What follows belongs to an exercise in optimizing a design on an open flow for small area and a short achievable clock period; a production flow would make more cautious choices.
In this exercise RTL edits were held to simulation tests only and were not proved equivalent to the original.

==> v37 <==
Design vecProcessor, start of the top module:
module vecProcessor (
    input  logic   clk,
    input  logic   arstN,
    input  logic   run,
    input  logic   imemWe,
    input  vecProcPkg::pcT     imemAddr,
    input  vecProcPkg::instrT  imemData,
    output logic   retireValid,
    output vecProcPkg::retireT retire
);
==> module fetchStage, before the edit <==
module fetchStage (
    input  logic  clk,
    input  logic  arstN,
    input  logic  run,
    input  logic  imemWe,
    input  vecProcPkg::pcT    imemAddr,
    input  vecProcPkg::instrT imemData,
    input  logic  pcWrite,
    input  vecProcPkg::pcT    pcTarget,
    output vecProcPkg::cinstrT fdInstr,
    output logic  fdValid
);
    localparam int D = 256;
    vecProcPkg::cinstrT wData;
    vecProcPkg::cinstrT fdGroup [8];
    logic [7:0] fdSel;
    vecProcPkg::pcT pc;
    logic [3:0] op;
    logic [2:0] a, b;
    assign op = imemData[15:12];
    assign a = {imemData[11], imemData[9:8]};
    assign b = {imemData[7], imemData[5:4]};
    logic isLi, isLd, isSt, isJb, isNop, isAlu;
    logic minFirst, maxFirst, inOrder, slot1, slot2, gt, lt, swap;
    assign isLi = (op == 4'd6);
    assign isLd = (op == 4'd7);
    assign isSt = (op == 4'd8);
    assign isJb = (op == 4'd10) || (op == 4'd11);
    assign isNop = (op == 4'd0) || (op >= 4'd12);
    assign isAlu = (op >= 4'd1) && (op <= 4'd5);
    assign minFirst = (op == 4'd1) || (op == 4'd3) || (op == 4'd9);
    assign maxFirst = (op == 4'd4) || (op == 4'd5);
    assign inOrder = (op == 4'd2);
    assign gt = (a > b);
    assign lt = (a < b);
    assign swap = (minFirst && gt) || (maxFirst && lt);
    assign slot1 = (op == 4'd3) || (op == 4'd4);
    assign slot2 = inOrder || ((op == 4'd5) && !gt && !lt);
    assign wData[12] = isLi;
    assign wData[11:10] = ({2{isLi}} & imemData[11:10]) | ({2{slot2}} & 2'd2)
                        | ({2{slot1}} & 2'd1) | ({2{!isLi && !isAlu}} & 2'd3);
    assign wData[9:4] = ({6{(minFirst || maxFirst || inOrder) && !swap}} & {a, b})
                      | ({6{swap}} & {b, a})
                      | ({6{isLi || isJb}} & imemData[5:0])
                      | ({6{isLd}} & {imemData[2:0], imemData[10:8]})
                      | ({6{isSt}} & {imemData[2:0], a})
                      | ({6{isNop}} & 6'b001000);
    assign wData[3:0] = ({4{isLi}} & imemData[9:6])
                      | ({4{isAlu}} & imemData[3:0])
                      | ({4{isLd}} & {2'b10, imemData[11], imemData[3]})
                      | ({4{isSt}} & {3'b110, imemData[3]})
                      | ({4{isJb}} & {1'b0, op[0], imemData[7:6]})
                      | ({4{isNop || op == 4'd9}} & 4'hf);
    vecProcPkg::cinstrT imem [D];
    always_ff @(posedge clk) begin
        if (imemWe) begin
            imem[imemAddr] <= wData;
        end
    end
    always_ff @(posedge clk or negedge arstN) begin
        if (!arstN) begin
            pc <= '0;
        end else if (run) begin
            if (pcWrite) begin
                pc <= pcTarget;
            end else begin
                pc <= pc + vecProcPkg::pcT'(1);
            end
        end
    end
    always_ff @(posedge clk or negedge arstN) begin
        if (!arstN) begin
            fdValid <= 1'b0;
        end else if (run) begin
            fdValid <= 1'b1;
        end
    end
    localparam int NG = D / 8;
    logic [NG-1:0] grpSel;
    always_ff @(posedge clk or negedge arstN) begin
        if (!arstN) begin
            grpSel <= NG'(1);
        end else if (run) begin
            if (pcWrite) begin
                grpSel <= NG'(1) << pcTarget[7:3];
            end else if (&pc[2:0]) begin
                grpSel <= {grpSel[NG-2:0], grpSel[NG-1]};
            end
        end
    end
    vecProcPkg::cinstrT grpWord [8];
    always_comb begin
        for (int k = 0; k < 8; k++) begin
            grpWord[k] = '0;
            for (int g = 0; g < NG; g++) begin
                grpWord[k] = grpWord[k] | ({13{grpSel[g]}} & imem[g*8 + k]);
            end
        end
    end
    always_ff @(posedge clk) begin
        if (run) begin
            for (int k = 0; k < 8; k++) begin
                fdGroup[k] <= grpWord[k];
            end
            fdSel <= 8'b00000001 << pc[2:0];
        end
    end
    always_comb begin
        fdInstr = '0;
        for (int k = 0; k < 8; k++) begin
            fdInstr = fdInstr | ({13{fdSel[k]}} & fdGroup[k]);
        end
    end
endmodule
clock: 4.7 ns
lec_check: 0
cap_margin: 20
core_margin: 2
core_utilization: 55
cts_cluster_diameter: 90
cts_cluster_size: 25
setup_slack_margin: 2.2
slew_margin: 20
run.sh (not shown) runs the stock make flow with config.mk's settings and CLKGATE_MAP_FILE= SYNTH_SCRIPT=/design/flow/synth_recipe.tcl, a recipe that flattens the netlist after the stock synthesis.
==> v27 (differences from v37) <==
--- a/flow/design.v
+++ b/flow/design.v
@@ -29,6 +29,6 @@
     localparam int D = 256;
     vecProcPkg::cinstrT wData;
-    vecProcPkg::cinstrT fdGroup [8];
-    logic [7:0] fdSel;
+    vecProcPkg::cinstrT fdGroup [4];
+    logic [3:0] fdSel;
     vecProcPkg::pcT pc;
     logic [3:0] op;
@@ -92,23 +92,41 @@
         end
     end
-    localparam int NG = D / 8;
-    logic [NG-1:0] grpSel;
-    always_ff @(posedge clk or negedge arstN) begin
-        if (!arstN) begin
-            grpSel <= NG'(1);
-        end else if (run) begin
-            if (pcWrite) begin
-                grpSel <= NG'(1) << pcTarget[7:3];
-            end else if (&pc[2:0]) begin
-                grpSel <= {grpSel[NG-2:0], grpSel[NG-1]};
+    localparam int NCOPY = 8;
+    logic [3:0] grpSel [NCOPY];
+    for (genvar r = 0; r < NCOPY; r++) begin : gCopy
+        always_ff @(posedge clk or negedge arstN) begin
+            if (!arstN) begin
+                grpSel[r] <= 4'b0001;
+            end else if (run) begin
+                if (pcWrite) begin
+                    grpSel[r] <= 4'b0001 << pcTarget[3:2];
+                end else if (&pc[1:0]) begin
+                    grpSel[r] <= {grpSel[r][2:0], grpSel[r][3]};
+                end
+            end
+        end
+    end
+    vecProcPkg::cinstrT blkGrp [16][4];
+    always_comb begin
+        for (int blk = 0; blk < 16; blk++) begin
+            for (int k = 0; k < 4; k++) begin
+                blkGrp[blk][k] = '0;
+                for (int g = 0; g < 4; g++) begin
+                    blkGrp[blk][k] = blkGrp[blk][k]
+                        | ({13{grpSel[blk/2][g]}} & imem[blk*16 + g*4 + k]);
+                end
             end
         end
     end
-    vecProcPkg::cinstrT grpWord [8];
+    logic [15:0] blkSel;
+    vecProcPkg::cinstrT grpWord [4];
     always_comb begin
-        for (int k = 0; k < 8; k++) begin
+        for (int blk = 0; blk < 16; blk++) begin
+            blkSel[blk] = (pc[7:4] == 4'(blk));
+        end
+        for (int k = 0; k < 4; k++) begin
             grpWord[k] = '0;
-            for (int g = 0; g < NG; g++) begin
-                grpWord[k] = grpWord[k] | ({13{grpSel[g]}} & imem[g*8 + k]);
+            for (int blk = 0; blk < 16; blk++) begin
+                grpWord[k] = grpWord[k] | ({13{blkSel[blk]}} & blkGrp[blk][k]);
             end
         end
@@ -116,16 +134,12 @@
     always_ff @(posedge clk) begin
         if (run) begin
-            for (int k = 0; k < 8; k++) begin
+            for (int k = 0; k < 4; k++) begin
                 fdGroup[k] <= grpWord[k];
             end
-            fdSel <= 8'b00000001 << pc[2:0];
-        end
-    end
-    always_comb begin
-        fdInstr = '0;
-        for (int k = 0; k < 8; k++) begin
-            fdInstr = fdInstr | ({13{fdSel[k]}} & fdGroup[k]);
+            fdSel <= 4'b0001 << pc[1:0];
         end
     end
+    assign fdInstr = ({13{fdSel[0]}} & fdGroup[0]) | ({13{fdSel[1]}} & fdGroup[1])
+                   | ({13{fdSel[2]}} & fdGroup[2]) | ({13{fdSel[3]}} & fdGroup[3]);
 endmodule
 `default_nettype wire
CTS_CLUSTER_DIAMETER = 85   (was 90)
CTS_CLUSTER_SIZE = 26   (was 25)
SETUP_SLACK_MARGIN = 2.1   (was 2.2)
==> results.json <==
{
  "switching_share_pct": 31.9,
  "cts_resized": 707,
  "period_needed_ns": 2.82,
  "seq_area_frac_synth_pct": 80.0,
  "required_ns": 5.39,
  "final.fill_count": 19900,
  "seqPwrFrac_pct": 49.4,
  "worstPathCellList": "buf_12 > inv_8 > ha_4 > nor2b_1 > o21a_1 > o211ai_1 > nand3_2 > a311o_1 > buf_4 > a221o_4 > buf_12 > buf_12 > buf_16",
  "use_met1_pct": 51.3,
  "status": "timing/DRC/antenna clean",
  "synth-async-reset-ratio_pct": 0.957
}
That was v37.
==> results.json <==
{
  "status": "timing/DRC/antenna clean",
  "required_ns": 5.37,
  "relSlewSlack_pct": 20.0,
  "period_needed_ns": 2.91,
  "synth-async-reset-ratio_pct": 1.09,
  "switching_share_pct": 36.5,
  "cts_resized": 1046,
  "worstPathCellList": "buf_12 > ha_4 > nor2b_4 > o21a_4 > buf_6 > o2111ai_4 > nand3_4 > a311o_2 > buf_6 > a221o_4 > buf_12 > buf_12 > buf_16",
  "final.fill_count": 19100,
  "seq_area_frac_synth_pct": 79.0,
  "use_met1_pct": 48.4,
  "seqPwrFrac_pct": 43.0
}
That was v27.

## static timing again, ports no longer ideal
In the flow no input, the clock included, has a driving cell. The finished layouts below were timed again as built, in two steps.
Step 1: set_driving_cell puts a clkbuf_16 on clk and a buf_2 on each other input, an assumption about the parent block.
Step 2 moves the port delays by t, midway between the first and last clock arrival at a register: inputs arrive t later, outputs are due t later. That takes back most of the time a late clock gives input paths.
a / b / c = ideal / step 1 / step 2; a / b = the first two.
run | shift t [ns] | setup WS [ns] | hold slack, ns | worst setup path at the end | clock arrival spread, ns | worst slew at a driven data input, ns
v37 | 1.018 | 1.884 / 1.922 / 0.904 | 0.019 / -0.024 / 0.473 | input to register | 0.075 / 0.076 | 0.17
v27 | 1.030 | 1.787 / 1.825 / 0.795 | 0.144 / 0.068 / 0.471 | input to register | 0.070 / 0.070 | 0.18
After both steps setup and hold are still met in every run listed. For v27, which loses most, drivers alone change the setup slack by +0.038 ns; drivers and shift together by -0.992 ns.
